From an optimization exercise on the open Yosys and OpenROAD flow, aimed at a short achievable clock period and few clock cycles per item; shortcuts taken in it are not production practice. The RTL was checked by simulation tests, not by an equivalence proof against the original design. Power and IR drop assume default switching activity.

**flow/run.sh**
```bash
#!/bin/bash
# synth_recipe.tcl (not shown) runs the flow's synth.tcl, then flattens the netlist and writes it again
# the make line also repeats each setting of config.mk as NAME=value (left out here)
make -C /OpenROAD-flow-scripts/flow DESIGN_CONFIG=/design/flow/config.mk WORK_HOME=/design/flow/orfs CLKGATE_MAP_FILE= SYNTH_SCRIPT=/design/flow/synth_recipe.tcl finish
```
**flow/config.mk**
```make
export PLATFORM = sky130hd
export DESIGN_NAME = rv_exec_top
export DESIGN_NICKNAME = rv_exec_top
export VERILOG_FILES = /design/flow/design.v
export SDC_FILE = /design/flow/constraint.sdc
export NUM_CORES = 4
export LEC_CHECK = 0
export CAP_MARGIN = 20
export CORE_MARGIN = 2
export CORE_UTILIZATION = 40
export SETUP_SLACK_MARGIN = 0.3
export SLEW_MARGIN = 20
```
**flow/constraint.sdc**
```tcl
create_clock -name core_clock -period 18.0 [get_ports {clk}]
set_input_delay 3.6000 -clock core_clock [delete_from_list [all_inputs] [get_ports {clk}]]
set_output_delay 3.6000 -clock core_clock [all_outputs]
set_load 0.01 [all_outputs]
```
**flow/design.v**
```verilog
package rv_pkg;
  localparam int xlen = 32;
  typedef logic [xlen-1:0] word_t;
  typedef logic [4:0]      reg_idx_t;
  localparam logic [6:0] opc_op     = 7'b0110011;   
  localparam logic [6:0] opc_op_imm = 7'b0010011;   
  localparam logic [2:0] f3_add_sub = 3'b000;
  localparam logic [2:0] f3_sll     = 3'b001;
  localparam logic [2:0] f3_slt     = 3'b010;
  localparam logic [2:0] f3_sltu    = 3'b011;
  localparam logic [2:0] f3_xor     = 3'b100;
  localparam logic [2:0] f3_srl_sra = 3'b101;
  localparam logic [2:0] f3_or      = 3'b110;
  localparam logic [2:0] f3_and     = 3'b111;
  localparam logic [6:0] funct7_alt = 7'b0100000;
  typedef enum logic [3:0] {
    alu_add,
    alu_sub,
    alu_sll,
    alu_slt,
    alu_sltu,
    alu_xor,
    alu_srl,
    alu_sra,
    alu_or,
    alu_and
  } alu_op_e;
  typedef struct packed {
    logic [6:0] funct7;
    reg_idx_t   rs2;
    reg_idx_t   rs1;
    logic [2:0] funct3;
    reg_idx_t   rd;
    logic [6:0] opcode;
  } r_type_t;
  typedef struct packed {
    logic [11:0] imm;
    reg_idx_t    rs1;
    logic [2:0]  funct3;
    reg_idx_t    rd;
    logic [6:0]  opcode;
  } i_type_t;
  typedef union packed {
    r_type_t r;
    i_type_t i;
  } instr_u;
endpackage
module instr_intake #(
  parameter int EXTRA = 2
) (
  input  logic        clk,
  input  logic        arst_n,
  input  logic        in_valid,
  input  logic [31:0] in_instr,
  input  logic        present,      
  output logic        in_credit,
  output logic        f_valid,
  output logic [31:0] f_instr
);
  logic [2:0] owed;       
  logic [2:0] waiting;    
  logic [2:0] owed_now;
  logic       give;
  assign owed_now = owed + {2'b0, in_valid};
  assign give     = (owed_now != 3'd0) && (waiting < 3'(EXTRA) + {2'b0, present});
  always_ff @(posedge clk or negedge arst_n) begin
    if (!arst_n) begin
      f_valid   <= 1'b0;
      owed      <= '0;
      waiting   <= '0;
      in_credit <= 1'b0;
    end else begin
      f_valid   <= in_valid;
      owed      <= owed_now - {2'b0, give};
      waiting   <= waiting + {2'b0, give} - {2'b0, present};
      in_credit <= give;
    end
  end
  always_ff @(posedge clk) begin
    f_instr <= in_instr;
  end
endmodule
module instr_decoder (
  input  logic [31:0]      instr,
  output rv_pkg::reg_idx_t rs1_idx,
  output rv_pkg::reg_idx_t rs2_idx,
  output rv_pkg::reg_idx_t rd_idx,
  output rv_pkg::word_t    imm,
  output logic             use_imm,
  output logic [9:0]       sel,
  output logic             illegal
);
  logic [6:0] opcode, funct7;
  logic [2:0] funct3;
  logic       is_op, is_imm, f7_zero, f7_alt;
  assign opcode  = instr[6:0];
  assign funct3  = instr[14:12];
  assign funct7  = instr[31:25];
  assign rs1_idx = instr[19:15];
  assign rs2_idx = instr[24:20];
  assign rd_idx  = instr[11:7];
  assign imm     = {{20{instr[31]}}, instr[31:20]};
  assign is_op   = (opcode == rv_pkg::opc_op);
  assign is_imm  = (opcode == rv_pkg::opc_op_imm);
  assign use_imm = is_imm;
  assign f7_zero = (funct7 == 7'b0);
  assign f7_alt  = (funct7 == rv_pkg::funct7_alt);
  always_comb begin
    illegal = 1'b0;
    if (is_op) begin
      illegal = !(f7_zero || (f7_alt && (funct3 == rv_pkg::f3_add_sub ||
                                         funct3 == rv_pkg::f3_srl_sra)));
    end else if (is_imm) begin
      if (funct3 == rv_pkg::f3_sll)     illegal = !f7_zero;
      if (funct3 == rv_pkg::f3_srl_sra) illegal = !(f7_zero || f7_alt);
    end else begin
      illegal = 1'b1;
    end
  end
  always_comb begin
    sel = '0;
    if (!illegal) begin
      case (funct3)
        rv_pkg::f3_add_sub: if (is_op && f7_alt) sel[1] = 1'b1; else sel[0] = 1'b1;
        rv_pkg::f3_sll:     sel[2] = 1'b1;
        rv_pkg::f3_slt:     sel[3] = 1'b1;
        rv_pkg::f3_sltu:    sel[4] = 1'b1;
        rv_pkg::f3_xor:     sel[5] = 1'b1;
        rv_pkg::f3_srl_sra: if (f7_alt) sel[7] = 1'b1; else sel[6] = 1'b1;
        rv_pkg::f3_or:      sel[8] = 1'b1;
        default:            sel[9] = 1'b1;
      endcase
    end
  end
endmodule
module register_file (
  input  logic             clk,
  input  logic             arst_n,
  input  logic             rd_we,
  input  rv_pkg::reg_idx_t rd_idx,
  input  rv_pkg::word_t    rd_data,
  input  rv_pkg::reg_idx_t rs1_idx,
  input  rv_pkg::reg_idx_t rs2_idx,
  output rv_pkg::word_t    rs1_data,
  output rv_pkg::word_t    rs2_data
);
  rv_pkg::word_t regs [31:1];
  assign rs1_data = (rs1_idx != 5'd0) ? regs[rs1_idx] : '0;
  assign rs2_data = (rs2_idx != 5'd0) ? regs[rs2_idx] : '0;
  always_ff @(posedge clk or negedge arst_n) begin
    if (!arst_n) begin
      for (int r = 1; r < 32; r++) begin
        regs[r] <= '0;
      end
    end else begin
      for (int r = 1; r < 32; r++) begin
        if (rd_we && rd_idx == 5'(r)) regs[r] <= rd_data;
      end
    end
  end
endmodule
module alu (
  input  logic [9:0]    sel,   
  input  rv_pkg::word_t a,
  input  rv_pkg::word_t b,
  output rv_pkg::word_t result
);
  logic [4:0]    shamt;
  rv_pkg::word_t r_add, r_sub, r_sll, r_srl, r_sra;
  logic          lt_signed, lt_unsigned;
  assign shamt       = b[4:0];
  assign r_add       = a + b;
  assign r_sub       = a - b;
  assign r_sll       = a << shamt;
  assign r_srl       = a >> shamt;
  assign r_sra       = $signed(a) >>> shamt;
  assign lt_signed   = ($signed(a) < $signed(b));
  assign lt_unsigned = (a < b);
  assign result = ({32{sel[0]}} & r_add)
                | ({32{sel[1]}} & r_sub)
                | ({32{sel[2]}} & r_sll)
                | {31'b0, sel[3] & lt_signed}
                | {31'b0, sel[4] & lt_unsigned}
                | ({32{sel[5]}} & (a ^ b))
                | ({32{sel[6]}} & r_srl)
                | ({32{sel[7]}} & r_sra)
                | ({32{sel[8]}} & (a | b))
                | ({32{sel[9]}} & (a & b));
endmodule
module result_port #(
  parameter int DEPTH = 8
) (
  input  logic             clk,
  input  logic             arst_n,
  input  logic             r_valid,
  input  rv_pkg::reg_idx_t r_rd,
  input  rv_pkg::word_t    r_data,
  input  logic             r_illegal,
  input  logic             out_credit,
  output logic             present,
  output logic             out_valid,
  output rv_pkg::reg_idx_t out_rd,
  output rv_pkg::word_t    out_data,
  output logic             out_illegal
);
  localparam int PW = $clog2(DEPTH);
  logic [37:0]   mem [DEPTH];
  logic [PW-1:0] wr_ptr, rd_ptr;
  logic [PW:0]   count;
  logic [1:0]    credits;   
  logic [37:0]   head;
  assign present = ((count != '0) || r_valid) && ((credits != 2'd0) || out_credit);
  assign head    = (count == '0) ? {r_illegal, r_rd, r_data} : mem[rd_ptr];
  always_ff @(posedge clk or negedge arst_n) begin
    if (!arst_n) begin
      wr_ptr    <= '0;
      rd_ptr    <= '0;
      count     <= '0;
      credits   <= 2'd2;
      out_valid <= 1'b0;
    end else begin
      out_valid <= present;
      credits   <= credits + {1'b0, out_credit} - {1'b0, present};
      if (r_valid) wr_ptr <= wr_ptr + 1'b1;
      if (present) rd_ptr <= rd_ptr + 1'b1;
      count <= count + {{PW{1'b0}}, r_valid} - {{PW{1'b0}}, present};
    end
  end
  always_ff @(posedge clk) begin
    if (r_valid) mem[wr_ptr] <= {r_illegal, r_rd, r_data};
    {out_illegal, out_rd, out_data} <= head;
  end
endmodule
module rv_exec_top #(
  parameter int FIFO_DEPTH  = 4,
  parameter int OUT_CREDITS = 2
) (
  input  logic             clk,
  input  logic             arst_n,
  input  logic             in_valid,
  input  logic [31:0]      in_instr,
  output logic             in_credit,
  output logic             out_valid,
  output rv_pkg::reg_idx_t out_rd,
  output rv_pkg::word_t    out_data,
  output logic             out_illegal,
  input  logic             out_credit
);
  logic             f_valid;
  logic [31:0]      f_instr;
  logic             present;
  rv_pkg::reg_idx_t rs1_idx, rs2_idx, rd_idx;
  rv_pkg::word_t    imm, rs1_data, rs2_data;
  logic             use_imm, illegal;
  logic [9:0]       sel;
  logic             e_valid, e_we, e_ill, e_fwd_a, e_fwd_b;
  rv_pkg::reg_idx_t e_rd;
  rv_pkg::word_t    e_a, e_b;
  logic [9:0]       e_sel;
  rv_pkg::word_t    alu_a, alu_b, alu_result;
  logic             r_valid, r_we, r_ill;
  rv_pkg::reg_idx_t r_rd;
  rv_pkg::word_t    r_data;
  instr_intake u_intake (
    .clk, .arst_n, .in_valid, .in_instr, .present,
    .in_credit, .f_valid, .f_instr
  );
  instr_decoder u_decoder (
    .instr(f_instr), .rs1_idx, .rs2_idx, .rd_idx, .imm, .use_imm, .sel, .illegal
  );
  register_file u_regfile (
    .clk, .arst_n, .rd_we(r_we), .rd_idx(r_rd), .rd_data(r_data),
    .rs1_idx, .rs2_idx, .rs1_data, .rs2_data
  );
  always_ff @(posedge clk or negedge arst_n) begin
    if (!arst_n) begin
      e_valid <= 1'b0;
      e_we    <= 1'b0;
    end else begin
      e_valid <= f_valid;
      e_we    <= f_valid && !illegal && (rd_idx != 5'd0);
    end
  end
  always_ff @(posedge clk) begin
    e_rd    <= rd_idx;
    e_ill   <= illegal;
    e_sel   <= sel;
    e_fwd_a <= e_we && (rs1_idx == e_rd);
    e_fwd_b <= e_we && (rs2_idx == e_rd) && !use_imm;
    e_a     <= (r_we && rs1_idx == r_rd) ? r_data : rs1_data;
    e_b     <= use_imm ? imm : ((r_we && rs2_idx == r_rd) ? r_data : rs2_data);
  end
  assign alu_a = e_fwd_a ? r_data : e_a;
  assign alu_b = e_fwd_b ? r_data : e_b;
  alu u_alu (.sel(e_sel), .a(alu_a), .b(alu_b), .result(alu_result));
  always_ff @(posedge clk or negedge arst_n) begin
    if (!arst_n) begin
      r_valid <= 1'b0;
      r_we    <= 1'b0;
    end else begin
      r_valid <= e_valid;
      r_we    <= e_valid && e_we;
    end
  end
  always_ff @(posedge clk) begin
    r_rd   <= e_rd;
    r_ill  <= e_ill;
    r_data <= alu_result;
  end
  result_port u_result (
    .clk, .arst_n, .r_valid, .r_rd, .r_data, .r_illegal(r_ill), .out_credit,
    .present, .out_valid, .out_rd, .out_data, .out_illegal
  );
endmodule
```
==> run notes, run 1 <==
total power -> 8380 uW
Hold Crit Class -> reg -> reg
Pwr Density -> 98.0 nW/um^2
Routed WL per cell -> 38.4 um
Synth Cell Area -> 76200 um^2
area grow syn2layout -> 12.2%
critical path class -> reg -> reg
CP required -> 18.65 ns
Pre-antenna DRT Iters -> 11
Total Routing Usage GR -> 34.8%
Final Net Count -> 6536
M1 WL -> 128000 um
met3 wire length -> 48600 um
Vias -> 64200
placed cell area -> 80100 um^2
top cells by area, synth -> dfrtp_1 33%, mux2_2 15%, edfxtp_1 12%
leakage power -> 0.0367 uW
Syn Inst Count -> 6545
DRT iter0 DRCs -> 12100
sequential share of the synthesized area -> 50.4%
worst-skew pair later-pin latency -> 0.84 ns
H-tree depth reported by CTS -> 4
mean post-synth cell area -> 11.6 um^2
P_int -> 6120 uW
post-CTS setup buffers -> 0
flops & latches, synth -> 1511
uppermost layer routed -> met5
vias in the first global route -> 61000
Core Rows -> 160
Sequential Power Share -> 45.6%
fmax -> 157 MHz
crit share post-route -> 35.3%
maximum clock insertion buffer count -> 3
clock skew -> 0.0377 ns
status -> finished clean
distinct cell type count after synthesis -> 90
post-cts resize count -> 0
pins over their slew limit -> 0
EDFF count, synth -> 304
Worst-path clk slew -> 0.06 ns
Startpoint Class -> flop
setup_tns -> 0 ns
TritonCTS clock tree -> done
Comb pwr share -> 13.3%
Synthesis Warnings -> 38
peak supply drop -> 0.107 mV
die area -> 194000 um^2
GP Congestion -> 0.968
io pins -> 76
Slew Limit Headroom -> 15.3%
endpoints failing setup -> 0
cts hold-fix bufs -> 0
Sink Count -> 1511
HPWL Detailed -> 201000 um
Root Driver -> clkbuf_16
max_cap viols -> 0
starting density of the core -> 40.2%
DRC errors left -> 0
TritonCTS Buffers -> 159
crit path time final -> 6.35 ns
Vias/cell -> 7.11
largest net degree at the start of global routing -> 111
Post-synth ARST share -> 67.3%
final hold violations -> 0
Port Buffer Count -> 75
die height -> 441 um
share of cells above drive strength 1 -> 26.6%
GRT overflow -> 0
Synth area leader -> dfrtp_1
Switch Pwr -> 2270 uW
Met2 Routed Length -> 144000 um
syn_nets -> 6698
clock network fraction of design power -> 41.1%
Die X -> 441 um
Slew @ Worst Pin -> 1.26 ns
RSZ-0062 raised after global routing -> false
Finished Cell Area -> 85500 um^2
post-synth top area share -> 33.4%
WL final -> 347000 um
Core Region -> 190000 um^2
CP arrival -> 7.00 ns
Sw Share -> 27.0%
Post-synth top flop -> dfrtp_1
Routed Antenna Nets -> 0
initial antenna violation count -> 20
CP endpoint kind -> flop
crit-path max FO -> 57
global-route wire length before repair -> 479000 um
-- cells in the mapped netlist, types with 12 or more instances --
cell type and n:
a221oi_1 102, a22o_1 94, nand2_1 368, xor2_1 21, or3_1 14, ha_1 113
nor3_1 122, nand3_1 101, buf_2 39, o21a_1 12, a21oi_1 265, xnor2_1 21
dfrtp_1 1016, mux2i_1 199, o211ai_1 47, a31oi_1 25, buf_1 87, clkbuf_1 478
a22oi_1 671, nor2_1 242, and3_1 13, mux2_1 19, mux4_2 82, nand2b_1 30
edfxtp_1 304, nor4_1 22, mux2i_2 18, mux2_2 994, nor2b_1 17, a222oi_1 66
o21ai_0 171, o31ai_1 40, dfxtp_1 190, a211oi_1 44, inv_1 124, o2111ai_1 24
nand4_1 124, a21o_1 16
-- sequential cells by signal (all words and copies together), names as in the netlist, 10 cells and up --
name,count
r_data,32
e_sel,10
u_result.out_data,32
e_a,32
e_b,32
u_intake.f_instr,32
u_regfile.regs,992
u_result.mem,304
-- critical path: stages, from the launching register on --
cell       delay, ns
dfxtp_2         0.31
buf_4           0.59
mux2i_4         0.33
buf_4           0.69
inv_2           0.04
buf_4           0.37
fa_1            0.55
o21ba_2         0.25
or4_1           0.49
a21oi_1         0.27
o21ai_0         0.30
a221oi_2        0.55
a21boi_0        0.26
nor4b_1         0.92
o2111ai_1       0.23
-- through the flow --
step / cells / setup WS [ns] / utilization [%] / hold slack [ns]
detailed placement: 8733 / 11.06 / 42.2 / 0.312
floorplan: 6545 / 12.60 / - / 0.310
global route: 9023 / 11.50 / 45.1 / 0.350
finish: 9032 / 11.65 / 45.1 / 0.327
global placement: 8733 / 11.13 / 42.2 / 0.312
CTS: 9022 / 11.77 / 45.1 / 0.327
-- worst paths after layout --
check / start / to / slack (ns) / depth (start not counted)
setup / recovery: e_fwd_b$_DFF_P_ / r_data[0]$_DFF_P_ / 11.65 / 14
hold / removal: e_ill$_DFF_P_ / r_ill$_DFF_P_ / 0.33 / 0
setup reg to reg: e_fwd_b$_DFF_P_ / r_data[0]$_DFF_P_ / 11.65 / 14
hold reg to reg: e_ill$_DFF_P_ / r_ill$_DFF_P_ / 0.33 / 0
max in group asynchronous: arst_n / u_regfile.regs[21][20]$_DFFE_PN0P_ / 12.10 / 4
min in group asynchronous: arst_n / u_regfile.regs[27][12]$_DFFE_PN0P_ / 2.81 / 1
-- power by group through the flow --
stage	logic (uW)	clock network [uW]	registers [uW]
floorplan	664	0	3830
CTS	1110	3460	3830
finish	1120	3440	3830
global placement	1110	0	3880
detailed placement	1110	0	3890
global route	1190	3590	3850
-- placed cells by master (no fill, tap or decap), drive strengths merged, types with 105 or more instances in the layout --
cell | Yosys | final
ha | 113 | 113
a21oi | 265 | 265
edfxtp | 304 | 304
mux2i | 221 | 221
mux2 | 1014 | 1014
a22oi | 671 | 671
buf | 137 | 218
nor3 | 122 | 122
dfxtp | 190 | 190
nand4 | 124 | 124
nand2 | 368 | 368
nor2 | 243 | 243
a221oi | 105 | 105
o21ai | 176 | 176
inv | 131 | 137
dfrtp | 1016 | 1016
clkbuf | 478 | 229
-- kinds of logic after synthesis --
kind of cell,after synthesis,synth area share (%)
compound gates,1702,16.1
flops,1511,50.4
mux,1317,20.5
simple gates,1108,6.82
buf+inv,748,3.82
fa+ha+maj,117,1.96
xor+xnor,42,0.483
-- per-layer routing --
metal	vias to the layer above	global-route usage (%)
met4	28	21.6
met1	32400	44.6
met5	-	1.32
li1	24700	-
met3	1626	12.9
met2	5484	49.4
-- cell type report --
cell class	count	area [um^2]
Multi-Input combinational cell	4286	35700
Fill cell	17400	104000
Clock buffer	229	4580
Tap cell	2511	3140
Inverter	133	499
Sequential cell	1511	38400
Timing Repair Buffer	292	2380
Clock inverter	60	788
Antenna cell	10	25.0
Testbench counts, summed over its fixed seeds: cycles 3,232, items 3,200.
==> run 2, diff against run 1 <==
--- a/flow/design.v
+++ b/flow/design.v
@@ -146,17 +146,21 @@
 );
   rv_pkg::word_t regs [31:1];
-  assign rs1_data = (rs1_idx != 5'd0) ? regs[rs1_idx] : '0;
-  assign rs2_data = (rs2_idx != 5'd0) ? regs[rs2_idx] : '0;
+  logic [31:0]   written;   
+  assign rs1_data = written[rs1_idx] ? regs[rs1_idx] : '0;
+  assign rs2_data = written[rs2_idx] ? regs[rs2_idx] : '0;
   always_ff @(posedge clk or negedge arst_n) begin
     if (!arst_n) begin
-      for (int r = 1; r < 32; r++) begin
-        regs[r] <= '0;
-      end
+      written <= '0;
     end else begin
       for (int r = 1; r < 32; r++) begin
-        if (rd_we && rd_idx == 5'(r)) regs[r] <= rd_data;
+        if (rd_we && rd_idx == 5'(r)) written[r] <= 1'b1;
       end
     end
   end
+  always_ff @(posedge clk) begin
+    for (int r = 1; r < 32; r++) begin
+      if (rd_we && rd_idx == 5'(r)) regs[r] <= rd_data;
+    end
+  end
 endmodule
 module alu (
==> run 2 against run 1 <==
Net effect: die area fell by 8.5%; still clean; global-route usage fell by 1.4 points; power rose by 1.5%; combinational power fell by about 20%; largest cell class unchanged; clock skew rose by 0.047 ns.
==> run notes, run 2 <==
status -> finished clean
Synth Cell Area -> 69600 um^2
Root Driver -> clkbuf_16
fmax -> 170 MHz
Slew @ Worst Pin -> 1.29 ns
most used cell, CP -> buf_4
Die X -> 421 um
Top Registers -> u_regfile.regs (992), u_result.mem (304)
Hold Crit Class -> reg -> reg
Pwr Density -> 107 nW/um^2
distinct cell type count after synthesis -> 88
leakage power -> 0.0287 uW
clock skew -> 0.0849 ns
GP Congestion -> 0.988
global-route wire length before repair -> 417000 um
R2R depth -> 14
share of cells above drive strength 1 -> 13.8%
TritonCTS clock tree -> done
pins over their slew limit -> 0
most common cell in the netlist -> edfxtp_1
EDFF count, synth -> 1296
Total Routing Usage GR -> 33.4%
GRT overflow -> 0
post-cts resize count -> 0
post-CTS setup buffers -> 0
slowest stage delay, CP -> 1.07 ns
Vias -> 55700
endpoints failing setup -> 0
most common cell after layout, fill and taps aside -> edfxtp_1
die height -> 421 um
Routed Antenna Nets -> 0
Final Net Count -> 5384
worst-skew pair later-pin latency -> 0.87 ns
CP required -> 18.69 ns
CP arrival -> 6.56 ns
Switch Pwr -> 2120 uW
DRT iter0 DRCs -> 13000
starting density of the core -> 40.2%
Syn Inst Count -> 5208
CP Cell Sequence -> buf_4, mux2i_4, buf_4, inv_1, buf_4, ha_1, o2111ai_1, a21oi_1, a21boi_0, nand2_1, a2111oi_0, o31ai_1, xnor2_1, a211o_1
top cells by area, synth -> edfxtp_1 56%, dfxtp_1 5.5%, a22oi_1 4.6%
Port Buffer Count -> 75
Post-synth ARST share -> 3.63%
Worst-path clk slew -> 0.06 ns
P_int -> 6380 uW
cts hold-fix bufs -> 0
most flop-heavy register -> u_regfile.regs
crit share post-route -> 32.6%
io pins -> 76
Synth area leader -> edfxtp_1
setup slack after layout -> 12.13 ns
mean post-synth cell area -> 13.4 um^2
R2R Setup Slk -> 12.13 ns
initial antenna violation count -> 16
area grow syn2layout -> 14.0%
RSZ-0062 raised after global routing -> false
R2R Path End -> r_data[28]$_DFF_P_
HPWL Detailed -> 170000 um
Comb pwr share -> 10.5%
crit-path max FO -> 57
syn_nets -> 5361
maximum clock insertion buffer count -> 3
most instantiated cells after synthesis -> 1296 x edfxtp_1, 429 x a22oi_1, 318 x nand2_1, 311 x clkbuf_1, 282 x nor2_1
H-tree depth reported by CTS -> 4
die area -> 177000 um^2
Fill cells -> 15300
peak supply drop -> 0.0909 mV
crit path capture -> r_data[28]$_DFF_P_
Synthesis Warnings -> 38
Pre-antenna DRT Iters -> 14
setup_tns -> 0 ns
CP endpoint kind -> flop
critical path class -> reg -> reg
Worst Setup SP -> e_fwd_b$_DFF_P_
Post-synth top flop -> edfxtp_1
Slew Limit Headroom -> 13.8%
DRC errors left -> 0
clock network fraction of design power -> 41.0%
WL final -> 308000 um
max_cap viols -> 0
final hold violations -> 0
max FFs per register -> 992
FF-to-FF Start -> e_fwd_b$_DFF_P_
Core Rows -> 153
TritonCTS Buffers -> 162
post-synth top area share -> 55.9%
vias in the first global route -> 52400
Sequential Power Share -> 48.5%
Hold Path Depth -> 0
Setup WS pre-CTS -> 11.71 ns
Startpoint Class -> flop
Sink Count -> 1542
flops & latches, synth -> 1542
Routed WL per cell -> 40.0 um
Sw Share -> 24.9%
Core Region -> 173000 um^2
Vias/cell -> 7.22
largest net degree at the start of global routing -> 77
crit path time final -> 5.87 ns
CP max-delay cell -> a2111oi_0
sequential share of the synthesized area -> 63.4%
most frequent cells in the layout -> 1296 x edfxtp_1, 429 x a22oi_1, 317 x nand2_1
run 2: how the worst min path moves through the flow:
| stage | end | from | slack, ns |
|---|---|---|---|
| floorplan | r_ill$_DFF_P_ | e_ill$_DFF_P_ | 0.31 |
| global placement | e_rd[2]$_DFF_P_ | u_intake.f_instr[9]$_DFF_P_ | 0.34 |
| detailed placement | e_rd[2]$_DFF_P_ | u_intake.f_instr[9]$_DFF_P_ | 0.33 |
| CTS | e_rd[2]$_DFF_P_ | u_intake.f_instr[9]$_DFF_P_ | 0.35 |
| global route | e_rd[2]$_DFF_P_ | u_intake.f_instr[9]$_DFF_P_ | 0.36 |
| finish | e_rd[2]$_DFF_P_ | u_intake.f_instr[9]$_DFF_P_ | 0.35 |
run 2: power groups by stage:
| stage | logic (uW) | registers (uW) | clock network (uW) |
|---|---|---|---|
| CTS | 897 | 4130 | 3500 |
| global route | 950 | 4140 | 3640 |
| global placement | 895 | 4190 | 0 |
| detailed placement | 895 | 4200 | 0 |
| finish | 893 | 4120 | 3490 |
| floorplan | 542 | 4170 | 0 |
run 2: logic make-up (layout without fill, tap and decap cells):
logic type,after synthesis,count (layout),synth area share (%)
compound gates,1625,1625,17.4
xor+xnor,46,46,0.578
fa+ha+maj,117,117,2.14
buf+inv,505,666,2.86
flops,1542,1542,63.4
mux,312,312,6.33
other cells,0,11,0
simple gates,1061,1061,7.29
run 2: final cells by class:
cell class	count	area [um^2]	share of cell area [%]
well taps	2325	2910	3.66
clock inverters	94	1160	1.46
repair buffers	246	2050	2.58
clock buffers	208	4330	5.45
multi-input cells	3161	24300	30.6
diodes	11	27.5	0.0347
inverters	118	445	0.561
flip-flops and latches	1542	44200	55.6
run 2: critical path: cells and delay by family (launching register included):
kind,cells,cell delay [ns]
multiplexers,1,0.68
adder cells (fa/ha/maj),1,0.35
AO/OA/AOI/OAI,6,2.30
flip-flops,1,0.31
XOR/XNOR,1,0.17
AND/OR/NAND/NOR,1,0.24
buffers and inverters,4,1.58
run 2: through the flow:
stage | hold WS (ns) | instances | instance area, um^2 | total power (uW) | utilization, %
floorplan | 0.310 | 5208 | 69600 | 4710 | -
global placement | 0.343 | 7391 | 73900 | 5090 | 42.6
detailed placement | 0.333 | 7391 | 73900 | 5100 | 42.6
CTS | 0.352 | 7693 | 79300 | 8530 | 45.7
global route | 0.356 | 7694 | 79400 | 8730 | 45.8
finish | 0.351 | 7705 | 79400 | 8510 | 45.8
run 2: routing by layer:
metal | up-vias | part of all wire (%) | track usage [%]
li1 | 21200 | - | -
met1 | 27300 | 35 | 42.1
met2 | 5614 | 41 | 48.0
met3 | 1593 | 16 | 13.6
met4 | 12 | 7.4 | 19.8
met5 | - | 0.030 | 0.161
Testbench counts of run 2, summed over its fixed seeds: cycles 3,232, items 3,200.
==> run 3, diff against run 2 <==
--- a/flow/design.v
+++ b/flow/design.v
@@ -47,5 +47,5 @@
 endpackage
 module instr_intake #(
-  parameter int EXTRA = 2
+  parameter int EXTRA = 3
 ) (
   input  logic        clk,
@@ -58,10 +58,8 @@
   output logic [31:0] f_instr
 );
-  logic [2:0] owed;       
-  logic [2:0] waiting;    
-  logic [2:0] owed_now;
-  logic       give;
-  assign owed_now = owed + {2'b0, in_valid};
-  assign give     = (owed_now != 3'd0) && (waiting < 3'(EXTRA) + {2'b0, present});
+  logic [4:0]       owed;      
+  logic [EXTRA:0]   waiting;   
+  logic             give;
+  assign give = (owed[0] || f_valid) && !waiting[EXTRA-1];
   always_ff @(posedge clk or negedge arst_n) begin
     if (!arst_n) begin
@@ -72,7 +70,15 @@
     end else begin
       f_valid   <= in_valid;
-      owed      <= owed_now - {2'b0, give};
-      waiting   <= waiting + {2'b0, give} - {2'b0, present};
       in_credit <= give;
+      case ({f_valid, give})
+        2'b10:   owed <= {owed[3:0], 1'b1};
+        2'b01:   owed <= {1'b0, owed[4:1]};
+        default: owed <= owed;
+      endcase
+      case ({give, present})
+        2'b10:   waiting <= {waiting[EXTRA-1:0], 1'b1};
+        2'b01:   waiting <= {1'b0, waiting[EXTRA:1]};
+        default: waiting <= waiting;
+      endcase
     end
   end
@@ -208,29 +214,39 @@
   output logic             out_illegal
 );
-  localparam int PW = $clog2(DEPTH);
-  logic [37:0]   mem [DEPTH];
-  logic [PW-1:0] wr_ptr, rd_ptr;
-  logic [PW:0]   count;
-  logic [1:0]    credits;   
-  logic [37:0]   head;
-  assign present = ((count != '0) || r_valid) && ((credits != 2'd0) || out_credit);
-  assign head    = (count == '0) ? {r_illegal, r_rd, r_data} : mem[rd_ptr];
+  logic [37:0]      mem [DEPTH];
+  logic [DEPTH-1:0] wr_ptr, rd_ptr;
+  logic [1:0]       credits;   
+  logic             empty;
+  logic [37:0]      queued, head;
+  assign empty   = (wr_ptr == rd_ptr);
+  assign present = (!empty || r_valid) && (credits[0] || out_credit);
+  always_comb begin
+    queued = '0;
+    for (int i = 0; i < DEPTH; i++) begin
+      queued = queued | ({38{rd_ptr[i]}} & mem[i]);
+    end
+  end
+  assign head = empty ? {r_illegal, r_rd, r_data} : queued;
   always_ff @(posedge clk or negedge arst_n) begin
     if (!arst_n) begin
-      wr_ptr    <= '0;
-      rd_ptr    <= '0;
-      count     <= '0;
-      credits   <= 2'd2;
+      wr_ptr    <= DEPTH'(1);
+      rd_ptr    <= DEPTH'(1);
+      credits   <= 2'b11;
       out_valid <= 1'b0;
     end else begin
       out_valid <= present;
-      credits   <= credits + {1'b0, out_credit} - {1'b0, present};
-      if (r_valid) wr_ptr <= wr_ptr + 1'b1;
-      if (present) rd_ptr <= rd_ptr + 1'b1;
-      count <= count + {{PW{1'b0}}, r_valid} - {{PW{1'b0}}, present};
+      if (r_valid) wr_ptr <= {wr_ptr[DEPTH-2:0], wr_ptr[DEPTH-1]};
+      if (present) rd_ptr <= {rd_ptr[DEPTH-2:0], rd_ptr[DEPTH-1]};
+      case ({out_credit, present})
+        2'b10:   credits <= {credits[0], 1'b1};
+        2'b01:   credits <= {1'b0, credits[1]};
+        default: credits <= credits;
+      endcase
     end
   end
   always_ff @(posedge clk) begin
-    if (r_valid) mem[wr_ptr] <= {r_illegal, r_rd, r_data};
+    for (int i = 0; i < DEPTH; i++) begin
+      if (r_valid && wr_ptr[i]) mem[i] <= {r_illegal, r_rd, r_data};
+    end
     {out_illegal, out_rd, out_data} <= head;
   end
@@ -265,5 +281,6 @@
   logic             r_valid, r_we, r_ill;
   rv_pkg::reg_idx_t r_rd;
-  rv_pkg::word_t    r_data;
+  rv_pkg::word_t    r_data;    
+  rv_pkg::word_t    r_fwd;     
   instr_intake u_intake (
     .clk, .arst_n, .in_valid, .in_instr, .present,
@@ -295,6 +312,6 @@
     e_b     <= use_imm ? imm : ((r_we && rs2_idx == r_rd) ? r_data : rs2_data);
   end
-  assign alu_a = e_fwd_a ? r_data : e_a;
-  assign alu_b = e_fwd_b ? r_data : e_b;
+  assign alu_a = e_fwd_a ? r_fwd : e_a;
+  assign alu_b = e_fwd_b ? r_fwd : e_b;
   alu u_alu (.sel(e_sel), .a(alu_a), .b(alu_b), .result(alu_result));
   always_ff @(posedge clk or negedge arst_n) begin
@@ -302,7 +319,9 @@
       r_valid <= 1'b0;
       r_we    <= 1'b0;
+      r_data  <= '0;
     end else begin
       r_valid <= e_valid;
       r_we    <= e_valid && e_we;
+      r_data  <= alu_result;
     end
   end
@@ -310,5 +329,5 @@
     r_rd   <= e_rd;
     r_ill  <= e_ill;
-    r_data <= alu_result;
+    r_fwd  <= alu_result;
   end
   result_port u_result (
==> flow/flow/run.sh (new file) <==
#!/bin/bash
# The standard layout (the standard.sh, standard synthesis unchanged), with
# the resizer's setup margin raised so that repair_timing works the paths down
# towards a 4.5 ns period instead of stopping at the 18 ns target.
# Each ORFS step keeps its full log under orfs/logs/; make's own output goes
# to make.log here.
set -euo pipefail
bash standard.sh SETUP_SLACK_MARGIN=13.5 finish > make.log 2>&1
==> flow/standard.sh (new file) <==
#!/bin/bash
# synth_recipe.tcl (not shown) runs the flow's synth.tcl, then flattens the netlist and writes it again
# the make line also repeats each setting of config.mk as NAME=value (left out here)
make -C /OpenROAD-flow-scripts/flow DESIGN_CONFIG=/design/flow/config.mk WORK_HOME=/design/flow/orfs CLKGATE_MAP_FILE= SYNTH_SCRIPT=/design/flow/synth_recipe.tcl "${@:-finish}"
removed: flow/run.sh
==> run 3 against run 2 <==
Net effect: maximum frequency grew 19%; critical path depth shrank 13; sequential power is 4% lower; largest cell class unchanged; via count is 2.0% higher; setup slack improved by 0.93 ns; first-iteration DRC count grew 3.8%; global-route usage increased by 0.95 points; wire length up 2.9%; cell count up 0.97%; critical endpoint is now out_valid; still clean; non-clock buffer count rose by 30; clock skew fell by 0.032 ns.
==> run notes, run 3 <==
status -> finished clean
Vias/cell -> 7.30
Core Region -> 174000 um^2
most common cell after layout, fill and taps aside -> edfxtp_1
die height -> 423 um
WL final -> 317000 um
clock skew -> 0.0529 ns
TritonCTS Buffers -> 164
Post-synth ARST share -> 6.13%
Pre-antenna DRT Iters -> 13
sequential share of the synthesized area -> 64.4%
fmax -> 203 MHz
RSZ-0062 raised after global routing -> true
final hold violations -> 0
Port Buffer Count -> 75
total power -> 7600 uW
Vias -> 56800
met3 wire length -> 53100 um
Slew @ Worst Pin -> 1.36 ns
Routed WL per cell -> 40.8 um
flops & latches, synth -> 1583
Final Net Count -> 5446
post-synth top area share -> 55.5%
area grow syn2layout -> 14.3%
GRT overflow -> 0
Startpoint Class -> flop
critical path buffer and inverter count -> 1
endpoints failing setup -> 0
uppermost layer routed -> met5
Syn Inst Count -> 5267
leakage power -> 0.0300 uW
Synthesis Warnings -> 39
vias in the first global route -> 52900
H-tree depth reported by CTS -> 4
share of cells above drive strength 1 -> 14.4%
most common cell in the netlist -> edfxtp_1
CP max-delay cell -> dfrtp_1
worst-skew pair later-pin latency -> 0.85 ns
starting density of the core -> 40.3%
global-route wire length before repair -> 430000 um
distinct cell type count after synthesis -> 93
Worst-path clk slew -> 0.06 ns
Met2 Routed Length -> 127000 um
CP delay by family, top -> flip-flops
critical path class -> reg -> out
crit-path max FO -> 1
CP required -> 14.40 ns
DRT iter0 DRCs -> 13500
initial antenna violation count -> 18
Inst Count DP -> 7457
setup_tns -> 0 ns
peak supply drop -> 0.112 mV
largest net degree at the start of global routing -> 78
fin cells -> 7780
crit path time final -> 4.94 ns
Sink Count -> 1583
most frequent cells in the layout -> 1296 x edfxtp_1, 375 x a22oi_1, 341 x a221oi_1
GP Congestion -> 1.00
DRC errors left -> 0
Synth Cell Area -> 70100 um^2
TritonCTS clock tree -> done
top cells by area, synth -> edfxtp_1 56%, dfxtp_1 5.4%, a221oi_1 4.3%
HPWL Detailed -> 179000 um
Total Routing Usage GR -> 34.3%
crit share post-route -> 27.4%
mean post-synth cell area -> 13.3 um^2
slowest stage delay, CP -> 0.38 ns
Synth area leader -> edfxtp_1
most flop-heavy register -> u_regfile.regs
maximum clock insertion buffer count -> 3
syn_nets -> 5405
die area -> 179000 um^2
Hold Crit Class -> reg -> reg
max FFs per register -> 992
Slew Limit Headroom -> 8.90%
Core Rows -> 153
cts hold-fix bufs -> 0
Root Driver -> clkbuf_16
max_cap viols -> 0
io pins -> 76
pins over their slew limit -> 0
CP endpoint kind -> primary output
Routed Antenna Nets -> 0
Pwr Density -> 94.8 nW/um^2
M1 WL -> 111000 um
Post-synth top flop -> edfxtp_1
Top Registers -> u_regfile.regs (992), u_result.mem (304)
CP Cell Sequence -> buf_2
CP arrival -> 1.34 ns
most instantiated cells after synthesis -> 1296 x edfxtp_1, 375 x a22oi_1, 342 x a221oi_1, 326 x a22o_1, 307 x clkbuf_1
EDFF count, synth -> 1296
Die X -> 423 um
## run 3: cell count changes after synthesis, sizes merged, moves of 17 or more
cell and delta:
mux2i -17, a22oi -54, a22o +119, nor3 -19, a221oi +105, o21ai +25, buf +18, mux2 +17
mux4 -74, dfrtp +38, nand2 -63, a31oi +40
## run 3: metrics by stage
| step | setup slack, ns | area (um^2) | util, % | hold WS, ns |
|---|---|---|---|---|
| 2_1_floorplan | 13.42 | 70100 | - | 0.310 |
| 3_3_place_gp | 12.47 | 74400 | 42.8 | 0.312 |
| 3_5_place_dp | 12.33 | 74400 | 42.8 | 0.319 |
| 4_1_cts | 13.03 | 79900 | 45.9 | 0.334 |
| 5_1_grt | 13.02 | 80100 | 46.0 | 0.339 |
| 6_report | 13.06 | 80100 | 46.1 | 0.335 |
## run 3: what timing repair did
item | in CTS | in global routing
setup buffers | 4 | 1
pin swaps | 3 | 1
resized for setup | 201 | 45
cloned | 1 | 1
setup endpoints to repair | 92 | 68
## run 3: worst paths after layout
check | startpoint | end | slack [ns] | cells after the start
setup reg to reg | u_intake.f_instr[24]$_DFF_P_ | e_b[0]$_DFF_P_ | 13.27 | 10
hold reg to reg | e_ill$_DFF_P_ | r_ill$_DFF_P_ | 0.33 | 0
hold / removal | e_ill$_DFF_P_ | r_ill$_DFF_P_ | 0.33 | 0
min in group asynchronous | arst_n | u_intake.waiting[0]$_DFFE_PN0P_ | 2.74 | 1
max in group asynchronous | arst_n | r_data[15]$_DFF_PN0_ | 13.96 | 2
setup / recovery | u_result.out_valid$_DFF_PN0_ | out_valid | 13.06 | 1
## run 3: cell type report
| class | instances | area [um^2] |
|---|---|---|
| Fill cell | 15300 | 93900 |
| Sequential cell | 1583 | 45200 |
| Multi-Input combinational cell | 3164 | 23800 |
| Clock buffer | 211 | 4470 |
| Tap cell | 2325 | 2910 |
| Timing Repair Buffer | 276 | 2320 |
| Clock inverter | 95 | 941 |
| Inverter | 119 | 468 |
| Antenna cell | 7 | 17.5 |
## run 3: power by group
group	total, uW	internal [uW]	switching (uW)
Clock	3450	1940	1510
Sequential	3950	3930	17.5
Combinational	204	52.7	151
## run 3: kinds of logic after synthesis
group | Yosys count | share of synthesized area, %
flip-flops | 1583 | 64.4
adder cells (fa/ha/maj) | 102 | 1.84
XOR/XNOR | 41 | 0.512
AND/OR/NAND/NOR | 977 | 6.74
multiplexers | 238 | 3.99
AO/OA/AOI/OAI | 1806 | 19.6
buffers and inverters | 520 | 2.95
## run 3: routing by layer
metal / GRT usage [%] / vias to the layer above
met4: 20.1 / 18
met3: 14.0 / 1523
met2: 47.8 / 5941
li1: - / 21600
met5: 0.188 / -
met1: 44.7 / 27700
Testbench counts of run 3, summed over its fixed seeds: cycles 3,232, items 3,200.

## static timing again, ports no longer ideal
The flow's constraints put no driver on any port. The routed layouts listed below were extracted and timed again, unchanged, in two steps.
Step 1 sets driving cells, clkbuf_16 on the clock port and buf_2 on the other inputs (assumed; they add their load-dependent delay and slew).
Step 2 moves the port delays by t, midway between the first and last clock arrival at a register: inputs arrive t later, outputs are due t later. That takes back most of the time a late clock gives input paths.
a / b / c = ideal ports / drivers / drivers and shift; a / b = the first two.
| run | t, ns | setup WS [ns] | worst setup path at the end | latest minus earliest clock arrival (ns) |
|---|---|---|---|---|
| run 1 | 0.907 | 11.650 / 11.650 / 11.193 | input, reset recovery | 0.043 / 0.043 |
| run 2 | 0.925 | 12.128 / 12.128 / 11.745 | input to register | 0.091 / 0.091 |
| run 3 | 0.905 | 13.062 / 12.981 / 12.777 | input to register | 0.057 / 0.057 |
After both steps every run listed still meets setup and hold. For run 1, which loses most, drivers alone change the setup slack by 0.000 ns; drivers and shift together by -0.457 ns. The worst setup slack also covers recovery checks on asynchronous resets.
